Background: an optimization exercise with open tools, aiming at a short achievable clock period and few clock cycles per item. Do not read the settings as production practice. The RTL was checked by simulation tests, not by an equivalence proof against the original design. Power and IR drop assume default switching activity.

==> inputs of wip/cedar <==
==> flow/design.v <==
package tcqs_pkg;
  localparam int QUEUE_DEPTH = 32;
  localparam int TIME_BITS   = 16;
  localparam int PID_BITS    = 8;
  localparam int NUM_Q       = 3;
  localparam int PTR_W       = (QUEUE_DEPTH > 1) ? $clog2(QUEUE_DEPTH) : 1;
  localparam int CNT_W       = $clog2(QUEUE_DEPTH + 1);
  localparam int ADDR_W      = 2 + PTR_W;
  localparam int MEM_DEPTH   = 3 * (1 << PTR_W);
  localparam logic [1:0] REG_SILVER_QUANTUM = 2'd0;
  localparam logic [1:0] REG_BRONZE_QUANTUM = 2'd1;
  localparam logic [1:0] REG_DRAW_LIMIT     = 2'd2;
  localparam logic [TIME_BITS-1:0] SILVER_QUANTUM_RST = TIME_BITS'(300);
  localparam logic [TIME_BITS-1:0] BRONZE_QUANTUM_RST = TIME_BITS'(400);
  localparam logic [4:0]           DRAW_LIMIT_RST     = 5'd10;
  localparam logic CMD_ADD      = 1'b0;
  localparam logic CMD_DISPATCH = 1'b1;
  localparam logic [1:0] CLS_GOLD   = 2'd0;
  localparam logic [1:0] CLS_SILVER = 2'd1;
  localparam logic [1:0] CLS_BRONZE = 2'd2;
  localparam logic [1:0] ST_ADDED = 2'd0;
  localparam logic [1:0] ST_DISP  = 2'd1;
  localparam logic [1:0] ST_IDLE  = 2'd2;
  localparam logic [1:0] ST_FULL  = 2'd3;
  typedef logic [PTR_W-1:0] ptr_t;
  typedef logic [CNT_W-1:0] cnt_t;
  typedef struct packed {
    logic [PID_BITS-1:0]  pid;
    logic [TIME_BITS-1:0] burst;
  } entry_t;
  typedef struct packed {
    logic       en;
    logic [1:0] q;
    logic       pop;
    logic       push;
  } ptr_upd_t;
endpackage
import tcqs_pkg::*;
module tcqs_ofifo
#(
  parameter int W  = 46,
  parameter int AW = 3
)
(
  input  logic         clk,
  input  logic         rst,       
  input  logic         rst_n,     
  input  logic         in_v,
  input  logic [W-1:0] in_d,
  input  logic         out_ready,
  output logic         out_valid,
  output logic [W-1:0] out_d
);
  localparam int D = 1 << AW;
  logic [W-1:0]  mem [0:D-1];
  logic [AW-1:0] rd_r, wr_r;
  logic [AW:0]   cnt_r;
  logic          ov_r;
  logic [W-1:0]  od_r;
  logic [W-1:0]  nxt_d;
  logic          fne;
  logic          free;
  logic          bypass, rd;
  assign fne    = (cnt_r != '0);
  assign free   = !ov_r || out_ready;
  assign nxt_d  = fne ? mem[rd_r] : in_d;
  assign rd     = free && fne;
  assign bypass = free && !fne && in_v;
  always_ff @(posedge clk) begin
    if (in_v) mem[wr_r] <= in_d;
  end
  always_ff @(posedge clk) begin
    if (free) od_r <= nxt_d;
  end
  always_ff @(posedge clk) begin
    if (rst) begin
      rd_r  <= '0;
      wr_r  <= '0;
      cnt_r <= '0;
    end else begin
      if (rd) rd_r <= rd_r + 1'b1;
      if (in_v && !bypass) wr_r <= wr_r + 1'b1;
      cnt_r <= cnt_r + (AW+1)'(in_v && !bypass) - (AW+1)'(rd);
    end
  end
  always_ff @(posedge clk) begin
    if (!rst_n || rst) ov_r <= 1'b0;
    else if (free)     ov_r <= fne || in_v;
  end
  assign out_valid = ov_r;
  assign out_d     = od_r;
endmodule
import tcqs_pkg::*;
module tcqs_squeue
#(
  parameter bit ROT = 1'b1
)
(
  input  logic                       clk,
  input  logic                       rst,
  input  logic                       pop,
  input  logic                       push,
  input  logic                       is_add,
  input  logic [tcqs_pkg::PID_BITS-1:0]  add_pid,
  input  logic [tcqs_pkg::TIME_BITS-1:0] add_burst,
  input  logic                       add_f,
  input  logic [tcqs_pkg::TIME_BITS-1:0] quant,
  output logic [tcqs_pkg::PID_BITS-1:0]  head_pid,
  output logic [tcqs_pkg::TIME_BITS-1:0] head_burst,
  output logic [tcqs_pkg::TIME_BITS-1:0] rot_burst,
  output logic                       head_f,
  output logic                       ne,
  output logic                       full,
  output logic                       ne_nxt
);
  localparam int D = QUEUE_DEPTH;
  localparam int W = PID_BITS + TIME_BITS;
  logic [W-1:0] ent [0:D-1];
  logic [D-1:0] occ;
  logic         hf_r;
  logic [W-1:0] new_e;
  logic         new_f;
  logic         rot_f;
  assign head_pid   = ent[0][W-1:TIME_BITS];
  assign head_burst = ent[0][TIME_BITS-1:0];
  assign rot_f      = (rot_burst <= quant);
  assign ne         = occ[0];
  assign full       = occ[D-1];
  assign head_f     = ROT ? hf_r : 1'b1;
  always_comb begin
    if (is_add || !ROT) begin
      new_e = {add_pid, add_burst};
      new_f = add_f;
    end else begin
      new_e = {head_pid, rot_burst};
      new_f = rot_f;
    end
  end
  always_ff @(posedge clk) begin
    for (int k = 0; k < D; k++) begin
      if (pop) begin
        if (k < D-1 && occ[(k < D-1) ? k+1 : k]) ent[k] <= ent[(k < D-1) ? k+1 : k];
        else                                      ent[k] <= new_e;
      end else if (push && !occ[k]) begin
        ent[k] <= new_e;
      end
    end
  end
  always_ff @(posedge clk) begin
    if (rst) begin
      occ <= '0;
    end else if (pop && !push) begin
      occ <= {1'b0, occ[D-1:1]};
    end else if (push && !pop) begin
      occ <= {occ[D-2:0], 1'b1} | occ;
    end
  end
  assign ne_nxt = (pop && !push) ? occ[1] : (push ? 1'b1 : occ[0]);
  generate
    if (ROT) begin : g_hf
      logic [TIME_BITS-1:0] b1, hr_r;
      assign b1        = ent[1][TIME_BITS-1:0];
      assign rot_burst = hr_r;
      always_ff @(posedge clk) begin
        if (pop) begin
          if (occ[1]) begin
            hf_r <= (b1 <= quant);
            hr_r <= b1 - quant;
          end else begin
            hf_r <= new_f;
            hr_r <= hr_r - quant;
          end
        end else if (push && !occ[0]) begin
          hf_r <= new_f;
          hr_r <= add_burst - quant;
        end else begin
          hf_r <= (head_burst <= quant);
          hr_r <= head_burst - quant;
        end
      end
    end else begin : g_nohf
      assign hf_r      = 1'b1;
      assign rot_burst = '0;
    end
  endgenerate
endmodule
import tcqs_pkg::*;
module three_class_quantum_scheduler
(
  input  logic                 clk,
  input  logic                 rst_n,
  input  logic                 in_valid,
  output logic                 in_ready,
  input  logic                 in_command,
  input  logic [tcqs_pkg::PID_BITS-1:0]  in_process_id,
  input  logic [1:0]           in_process_class,
  input  logic [tcqs_pkg::TIME_BITS-1:0] in_burst_time,
  input  logic [4:0]           in_random_draw,
  output logic                 out_valid,
  input  logic                 out_ready,
  output logic [1:0]           out_status,
  output logic [tcqs_pkg::PID_BITS-1:0]  out_run_process_id,
  output logic [1:0]           out_run_class,
  output logic [tcqs_pkg::TIME_BITS-1:0] out_granted_time,
  output logic [tcqs_pkg::TIME_BITS-1:0] out_remaining_time,
  output logic                 out_finished,
  output logic                 out_all_empty,
  input  logic                 cfg_valid,
  output logic                 cfg_ready,
  input  logic [1:0]           cfg_index,
  input  logic [tcqs_pkg::TIME_BITS-1:0] cfg_data
);
  localparam int RES_W = 2 + PID_BITS + 2 + TIME_BITS + TIME_BITS + 1 + 1;
  localparam int FAW   = 3;
  localparam int CAP   = (1 << FAW) + 1;    
  localparam int NW    = 5;
  logic                 rst_q;
  logic                 cfgv_q;
  logic [1:0]           cfgi_q;
  logic [TIME_BITS-1:0] cfgd_q;
  logic [TIME_BITS-1:0] silver_q_r, bronze_q_r;
  logic [4:0]           limit_r;
  always_ff @(posedge clk) begin
    rst_q  <= !rst_n;
    cfgv_q <= cfg_valid;
    cfgi_q <= cfg_index;
    cfgd_q <= cfg_data;
  end
  always_ff @(posedge clk) begin
    if (rst_q) begin
      silver_q_r <= SILVER_QUANTUM_RST;
      bronze_q_r <= BRONZE_QUANTUM_RST;
      limit_r    <= DRAW_LIMIT_RST;
    end else if (cfgv_q) begin
      case (cfgi_q)
        REG_SILVER_QUANTUM: silver_q_r <= cfgd_q;
        REG_BRONZE_QUANTUM: bronze_q_r <= cfgd_q;
        REG_DRAW_LIMIT:     limit_r    <= cfgd_q[4:0];
        default: ;
      endcase
    end
  end
  assign cfg_ready = 1'b1;
  logic                 in_ready_r;
  logic                 v0;
  logic                 r0_cmd;
  logic [PID_BITS-1:0]  r0_pid;
  logic [1:0]           r0_cls;
  logic [TIME_BITS-1:0] r0_burst;
  logic [4:0]           r0_draw;
  logic                 tk_q;
  logic [NW-1:0]        owed_q;
  logic                 ov;
  always_ff @(posedge clk) begin
    v0       <= in_valid && in_ready_r && rst_n;
    r0_cmd   <= in_command;
    r0_pid   <= in_process_id;
    r0_cls   <= in_process_class;
    r0_burst <= in_burst_time;
    r0_draw  <= in_random_draw;
    tk_q     <= ov && out_ready;
  end
  always_ff @(posedge clk) begin
    if (rst_q) owed_q <= '0;
    else       owed_q <= owed_q + NW'(v0) - NW'(tk_q);
  end
  always_ff @(posedge clk) begin
    in_ready_r <= rst_n &&
                  (rst_q || ((owed_q + NW'(v0) + NW'(in_ready_r)) < NW'(CAP)));
  end
  assign in_ready = in_ready_r;
  logic                 v1;
  logic                 add_g1, add_s1, add_b1, add1;
  logic                 disp1, disp_s1, disp_b1;
  logic [PID_BITS-1:0]  pid1;
  logic [TIME_BITS-1:0] burst1;
  logic                 fadd1;
  always_ff @(posedge clk) begin
    if (rst_q) begin
      v1 <= 1'b0;
    end else begin
      v1 <= v0;
    end
    add1    <= v0 && (r0_cmd == CMD_ADD);
    add_g1  <= v0 && (r0_cmd == CMD_ADD) && (r0_cls == 2'd0);
    add_s1  <= v0 && (r0_cmd == CMD_ADD) && (r0_cls == 2'd1);
    add_b1  <= v0 && (r0_cmd == CMD_ADD) && r0_cls[1];
    disp1   <= v0 && (r0_cmd == CMD_DISPATCH);
    disp_b1 <= v0 && (r0_cmd == CMD_DISPATCH) && (r0_draw <= limit_r);
    disp_s1 <= v0 && (r0_cmd == CMD_DISPATCH) && !(r0_draw <= limit_r);
    pid1    <= r0_pid;
    burst1  <= r0_burst;
    fadd1   <= (r0_cls == 2'd1) ? (r0_burst <= silver_q_r) : (r0_burst <= bronze_q_r);
  end
  logic                 pop_g, push_g, pop_s, push_s, pop_b, push_b;
  logic [PID_BITS-1:0]  hp_g, hp_s, hp_b;
  logic [TIME_BITS-1:0] hb_g, hb_s, hb_b;
  logic [TIME_BITS-1:0] rot_g, rot_s, rot_b;
  logic                 hf_g, hf_s, hf_b;
  logic                 ne_g, ne_s, ne_b;
  logic                 full_g, full_s, full_b;
  logic                 nn_g, nn_s, nn_b;
  assign pop_g  = disp1 && ne_g;
  assign push_g = add_g1 && !full_g;
  assign pop_s  = disp_s1 && !ne_g && ne_s;
  assign push_s = (add_s1 && !full_s) || (pop_s && !hf_s);
  assign pop_b  = disp_b1 && !ne_g && ne_b;
  assign push_b = (add_b1 && !full_b) || (pop_b && !hf_b);
  tcqs_squeue #(.ROT(1'b0)) u_qg (
    .clk(clk), .rst(rst_q), .pop(pop_g), .push(push_g), .is_add(add1),
    .add_pid(pid1), .add_burst(burst1), .add_f(fadd1), .quant(bronze_q_r),
    .head_pid(hp_g), .head_burst(hb_g), .rot_burst(rot_g), .head_f(hf_g),
    .ne(ne_g), .full(full_g), .ne_nxt(nn_g)
  );
  tcqs_squeue #(.ROT(1'b1)) u_qs (
    .clk(clk), .rst(rst_q), .pop(pop_s), .push(push_s), .is_add(add1),
    .add_pid(pid1), .add_burst(burst1), .add_f(fadd1), .quant(silver_q_r),
    .head_pid(hp_s), .head_burst(hb_s), .rot_burst(rot_s), .head_f(hf_s),
    .ne(ne_s), .full(full_s), .ne_nxt(nn_s)
  );
  tcqs_squeue #(.ROT(1'b1)) u_qb (
    .clk(clk), .rst(rst_q), .pop(pop_b), .push(push_b), .is_add(add1),
    .add_pid(pid1), .add_burst(burst1), .add_f(fadd1), .quant(bronze_q_r),
    .head_pid(hp_b), .head_burst(hb_b), .rot_burst(rot_b), .head_f(hf_b),
    .ne(ne_b), .full(full_b), .ne_nxt(nn_b)
  );
  logic                 add_full, any_pop;
  logic [1:0]           res_status;
  logic [PID_BITS-1:0]  res_pid;
  logic [1:0]           res_class;
  logic [TIME_BITS-1:0] res_grant;
  logic [TIME_BITS-1:0] res_remain;
  logic                 res_fin;
  logic                 res_empty;
  always_comb begin
    add_full   = (add_g1 && full_g) || (add_s1 && full_s) || (add_b1 && full_b);
    any_pop    = pop_g || pop_s || pop_b;
    res_status = {add_full || (disp1 && !any_pop), add_full || any_pop};
    res_pid    = ({PID_BITS{pop_g}} & hp_g) | ({PID_BITS{pop_s}} & hp_s) |
                 ({PID_BITS{pop_b}} & hp_b);
    res_class  = {pop_b, pop_s};
    res_fin    = pop_g || (pop_s && hf_s) || (pop_b && hf_b);
    res_grant  = ({TIME_BITS{pop_g}} & hb_g) |
                 ({TIME_BITS{pop_s}} & (hf_s ? hb_s : silver_q_r)) |
                 ({TIME_BITS{pop_b}} & (hf_b ? hb_b : bronze_q_r));
    res_remain = ({TIME_BITS{pop_s && !hf_s}} & rot_s) |
                 ({TIME_BITS{pop_b && !hf_b}} & rot_b);
    res_empty  = !(nn_g || nn_s || nn_b);
  end
  logic             v3;
  logic [RES_W-1:0] res3;
  always_ff @(posedge clk) begin
    if (rst_q) v3 <= 1'b0;
    else       v3 <= v1;
    res3 <= {res_status, res_pid, res_class, res_grant, res_remain, res_fin, res_empty};
  end
  logic [RES_W-1:0] od;
  tcqs_ofifo #(.W(RES_W), .AW(FAW)) u_ofifo (
    .clk(clk), .rst(rst_q), .rst_n(rst_n), .in_v(v3), .in_d(res3),
    .out_ready(out_ready), .out_valid(ov), .out_d(od)
  );
  assign out_valid = ov;
  assign {out_status, out_run_process_id, out_run_class, out_granted_time,
          out_remaining_time, out_finished, out_all_empty} = od;
endmodule
==> flow/run.sh <==
#!/bin/bash
# synth_recipe.tcl (not shown) runs the flow's synth.tcl, then flattens the netlist and writes it again
# the make line also repeats each setting of config.mk as NAME=value (left out here)
make -C /OpenROAD-flow-scripts/flow DESIGN_CONFIG=/design/flow/config.mk WORK_HOME=/design/flow/orfs CLKGATE_MAP_FILE= SYNTH_SCRIPT=/design/flow/synth_recipe.tcl finish
==> flow/config.mk <==
export PLATFORM = sky130hd
export DESIGN_NAME = three_class_quantum_scheduler
export DESIGN_NICKNAME = three_class_quantum_scheduler
export VERILOG_FILES = /design/flow/design.v
export SDC_FILE = /design/flow/constraint.sdc
export NUM_CORES = 4
export LEC_CHECK = 0
export ABC_CLOCK_PERIOD_IN_PS = 2000
export CAP_MARGIN = 20
export CORE_MARGIN = 2
export CORE_UTILIZATION = 40
export SETUP_SLACK_MARGIN = 5
export SLEW_MARGIN = 20
==> flow/constraint.sdc <==
create_clock -name core_clock -period 10.0 [get_ports {clk}]
set_input_delay 2.0000 -clock core_clock [delete_from_list [all_inputs] [get_ports {clk}]]
set_output_delay 2.0000 -clock core_clock [all_outputs]
set_load 0.01 [all_outputs]
==> wip/delta (differences from wip/cedar) <==
--- a/flow/design.v
+++ b/flow/design.v
@@ -54,37 +54,40 @@
   localparam int D = 1 << AW;
   logic [W-1:0]  mem [0:D-1];
-  logic [AW-1:0] rd_r, wr_r;
+  logic [AW-1:0] rd_r, rd1_r, wr_r;
   logic [AW:0]   cnt_r;
   logic          ov_r;
   logic [W-1:0]  od_r;
-  logic [W-1:0]  nxt_d;
-  logic          fne;
-  logic          free;
-  logic          bypass, rd;
-  assign fne    = (cnt_r != '0);
-  assign free   = !ov_r || out_ready;
-  assign nxt_d  = fne ? mem[rd_r] : in_d;
-  assign rd     = free && fne;
-  assign bypass = free && !fne && in_v;
+  logic          take;
+  logic          ge1, ge2;
+  logic [W-1:0]  cur_d, nxt_d;
+  assign take  = ov_r && out_ready;
+  assign ge1   = (cnt_r != '0);
+  assign ge2   = (cnt_r > (AW+1)'(1));
+  assign cur_d = ge1 ? mem[rd_r]  : in_d;
+  assign nxt_d = ge2 ? mem[rd1_r] : in_d;
   always_ff @(posedge clk) begin
     if (in_v) mem[wr_r] <= in_d;
   end
   always_ff @(posedge clk) begin
-    if (free) od_r <= nxt_d;
+    od_r <= take ? nxt_d : cur_d;
   end
   always_ff @(posedge clk) begin
     if (rst) begin
       rd_r  <= '0;
+      rd1_r <= AW'(1);
       wr_r  <= '0;
       cnt_r <= '0;
     end else begin
-      if (rd) rd_r <= rd_r + 1'b1;
-      if (in_v && !bypass) wr_r <= wr_r + 1'b1;
-      cnt_r <= cnt_r + (AW+1)'(in_v && !bypass) - (AW+1)'(rd);
+      if (take) begin
+        rd_r  <= rd1_r;
+        rd1_r <= rd1_r + 1'b1;
+      end
+      if (in_v) wr_r <= wr_r + 1'b1;
+      cnt_r <= cnt_r + (AW+1)'(in_v) - (AW+1)'(take);
     end
   end
   always_ff @(posedge clk) begin
     if (!rst_n || rst) ov_r <= 1'b0;
-    else if (free)     ov_r <= fne || in_v;
+    else               ov_r <= ge2 || in_v || (ge1 && !out_ready);
   end
   assign out_valid = ov_r;
@@ -105,4 +108,5 @@
   input  logic [tcqs_pkg::TIME_BITS-1:0] add_burst,
   input  logic                       add_f,
+  input  logic [tcqs_pkg::TIME_BITS-1:0] add_rem,    
   input  logic [tcqs_pkg::TIME_BITS-1:0] quant,
   output logic [tcqs_pkg::PID_BITS-1:0]  head_pid,
@@ -173,5 +177,5 @@
         end else if (push && !occ[0]) begin
           hf_r <= new_f;
-          hr_r <= add_burst - quant;
+          hr_r <= add_rem;
         end else begin
           hf_r <= (head_burst <= quant);
@@ -213,5 +217,5 @@
   localparam int RES_W = 2 + PID_BITS + 2 + TIME_BITS + TIME_BITS + 1 + 1;
   localparam int FAW   = 3;
-  localparam int CAP   = (1 << FAW) + 1;    
+  localparam int CAP   = (1 << FAW);        
   localparam int NW    = 5;
   logic                 rst_q;
@@ -266,6 +270,5 @@
   end
   always_ff @(posedge clk) begin
-    in_ready_r <= rst_n &&
-                  (rst_q || ((owed_q + NW'(v0) + NW'(in_ready_r)) < NW'(CAP)));
+    in_ready_r <= !rst_n || rst_q || ((owed_q + NW'(v0) + NW'(in_ready_r)) < NW'(CAP));
   end
   assign in_ready = in_ready_r;
@@ -276,4 +279,5 @@
   logic [TIME_BITS-1:0] burst1;
   logic                 fadd1;
+  logic [TIME_BITS-1:0] addr1_s, addr1_b;
   always_ff @(posedge clk) begin
     if (rst_q) begin
@@ -292,4 +296,6 @@
     burst1  <= r0_burst;
     fadd1   <= (r0_cls == 2'd1) ? (r0_burst <= silver_q_r) : (r0_burst <= bronze_q_r);
+    addr1_s <= r0_burst - silver_q_r;
+    addr1_b <= r0_burst - bronze_q_r;
   end
   logic                 pop_g, push_g, pop_s, push_s, pop_b, push_b;
@@ -309,5 +315,5 @@
   tcqs_squeue #(.ROT(1'b0)) u_qg (
     .clk(clk), .rst(rst_q), .pop(pop_g), .push(push_g), .is_add(add1),
-    .add_pid(pid1), .add_burst(burst1), .add_f(fadd1), .quant(bronze_q_r),
+    .add_pid(pid1), .add_burst(burst1), .add_f(fadd1), .add_rem(addr1_b), .quant(bronze_q_r),
     .head_pid(hp_g), .head_burst(hb_g), .rot_burst(rot_g), .head_f(hf_g),
     .ne(ne_g), .full(full_g), .ne_nxt(nn_g)
@@ -315,5 +321,5 @@
   tcqs_squeue #(.ROT(1'b1)) u_qs (
     .clk(clk), .rst(rst_q), .pop(pop_s), .push(push_s), .is_add(add1),
-    .add_pid(pid1), .add_burst(burst1), .add_f(fadd1), .quant(silver_q_r),
+    .add_pid(pid1), .add_burst(burst1), .add_f(fadd1), .add_rem(addr1_s), .quant(silver_q_r),
     .head_pid(hp_s), .head_burst(hb_s), .rot_burst(rot_s), .head_f(hf_s),
     .ne(ne_s), .full(full_s), .ne_nxt(nn_s)
@@ -321,5 +327,5 @@
   tcqs_squeue #(.ROT(1'b1)) u_qb (
     .clk(clk), .rst(rst_q), .pop(pop_b), .push(push_b), .is_add(add1),
-    .add_pid(pid1), .add_burst(burst1), .add_f(fadd1), .quant(bronze_q_r),
+    .add_pid(pid1), .add_burst(burst1), .add_f(fadd1), .add_rem(addr1_b), .quant(bronze_q_r),
     .head_pid(hp_b), .head_burst(hb_b), .rot_burst(rot_b), .head_f(hf_b),
     .ne(ne_b), .full(full_b), .ne_nxt(nn_b)
==> flow/flow/run.sh (new file) <==
#!/bin/bash
# Own layout flow: the standard ORFS layout (standard.sh, unchanged synthesis,
# same SDC and clock period), with repair_timing asked to keep a larger setup
# margin so the resizer keeps optimising paths well inside the 10 ns period.
set -euo pipefail
MARGIN=${TCQS_SETUP_MARGIN:-7.0}
bash standard.sh SETUP_SLACK_MARGIN=$MARGIN finish > standard_flow.log 2>&1
==> flow/standard.sh (new file) <==
#!/bin/bash
# synth_recipe.tcl (not shown) runs the flow's synth.tcl, then flattens the netlist and writes it again
# the make line also repeats each setting of config.mk as NAME=value (left out here)
make -C /OpenROAD-flow-scripts/flow DESIGN_CONFIG=/design/flow/config.mk WORK_HOME=/design/flow/orfs CLKGATE_MAP_FILE= SYNTH_SCRIPT=/design/flow/synth_recipe.tcl "${@:-finish}"
Settings changed: SETUP_SLACK_MARGIN 5 to unset.
removed: flow/run.sh
==> summary of the runs <==
- wip/cedar passed the timing, design-rule and antenna checks. wip/delta went through all stages and came out clean.
- Between wip/cedar and wip/delta, the lower synthesized cell count is in wip/cedar (gap 1.7%, measured against wip/delta).
- Worst setup slack: wip/cedar is worse than wip/delta (0.56 ns).
- In sequential power, wip/cedar and wip/delta hardly differ.
- First-iteration DRC count: wip/cedar is larger than wip/delta (3.6%).
- Of wip/delta and wip/cedar, wip/delta has the higher flip-flop and latch count (gap 38).
- Of wip/delta and wip/cedar, wip/delta has the higher cell area (gap 2.1%, measured against wip/cedar).
- Of wip/cedar and wip/delta, wip/cedar has the higher worst hold slack (gap 0.0019 ns).
- Against wip/delta, the register-to-register slack of wip/cedar is worse by 0.69 ns.
- Of wip/cedar and wip/delta, wip/delta has the higher non-clock buffer count (gap 24).
==> figures <==
	wip/cedar	wip/delta
Number of buffers added by the clock tree synthesis step	326	328
Chip Width	569.5 µm	575.8 µm
Number of different library cells in the post-synthesis netlist	80	75
Area taken by multi-input logic gates	0.03791 mm²	0.04048 mm²
Flops & latches, synth	3,039	3,077
Clock network fraction of design power	42.5%	41.0%
Power dissipated in sequential cells	14,400 µW	14,700 µW
Number of multi-input combinational cells	5,869	5,964
Measured slew at the worst slew-check pin	1.108 ns	1.228 ns
Clock network power	12,300 µW	11,900 µW
Count of TritonRoute iterations in the first routing pass	7	8
CP Launch Type	input pin	flop
# placed instances	13.57k	13.85k
Share of synthesized cell area in and, or, nand and nor gates	7.668%	7.382%
Pin count of the biggest net entering global routing	70	65
Seq. cell area	0.08809 mm²	0.08850 mm²
Count of inserted tapcells	4,180	4,325
WHS	0.3275 ns	0.3256 ns
Status	no timing/DRC/antenna violations	no timing/DRC/antenna violations
Testbench counts of wip/cedar, summed over its fixed seeds: cycles 12,840, items 12,800.
Testbench counts of wip/delta, summed over its fixed seeds: cycles 12,832, items 12,800.

[what the ideal ports hide]
How much do the figures lean on ideal ports? The routed layouts below were timed once more, with nothing changed but the port constraints. Step 1 sets driving cells, clkbuf_16 on the clock port and buf_2 on the other inputs (assumed; they add their load-dependent delay and slew). Step 2 moves the port delays by t, midway between the first and last clock arrival at a register: inputs arrive t later, outputs are due t later. That takes back most of the time a late clock gives input paths. a / b / c = no drivers / after step 1 / after step 2; a / b = the first two.
run | t (ns) | setup WS [ns] | clock arrival spread, ns
wip/cedar | 0.991 | 6.013 / 6.078 / 5.087 | 0.101 / 0.100
wip/delta | 1.022 | 6.574 / 6.472 / 6.115 | 0.082 / 0.081
After both steps every run listed still meets setup and hold. For wip/cedar, which loses most, drivers alone change the setup slack by +0.065 ns; drivers and shift together by -0.926 ns.
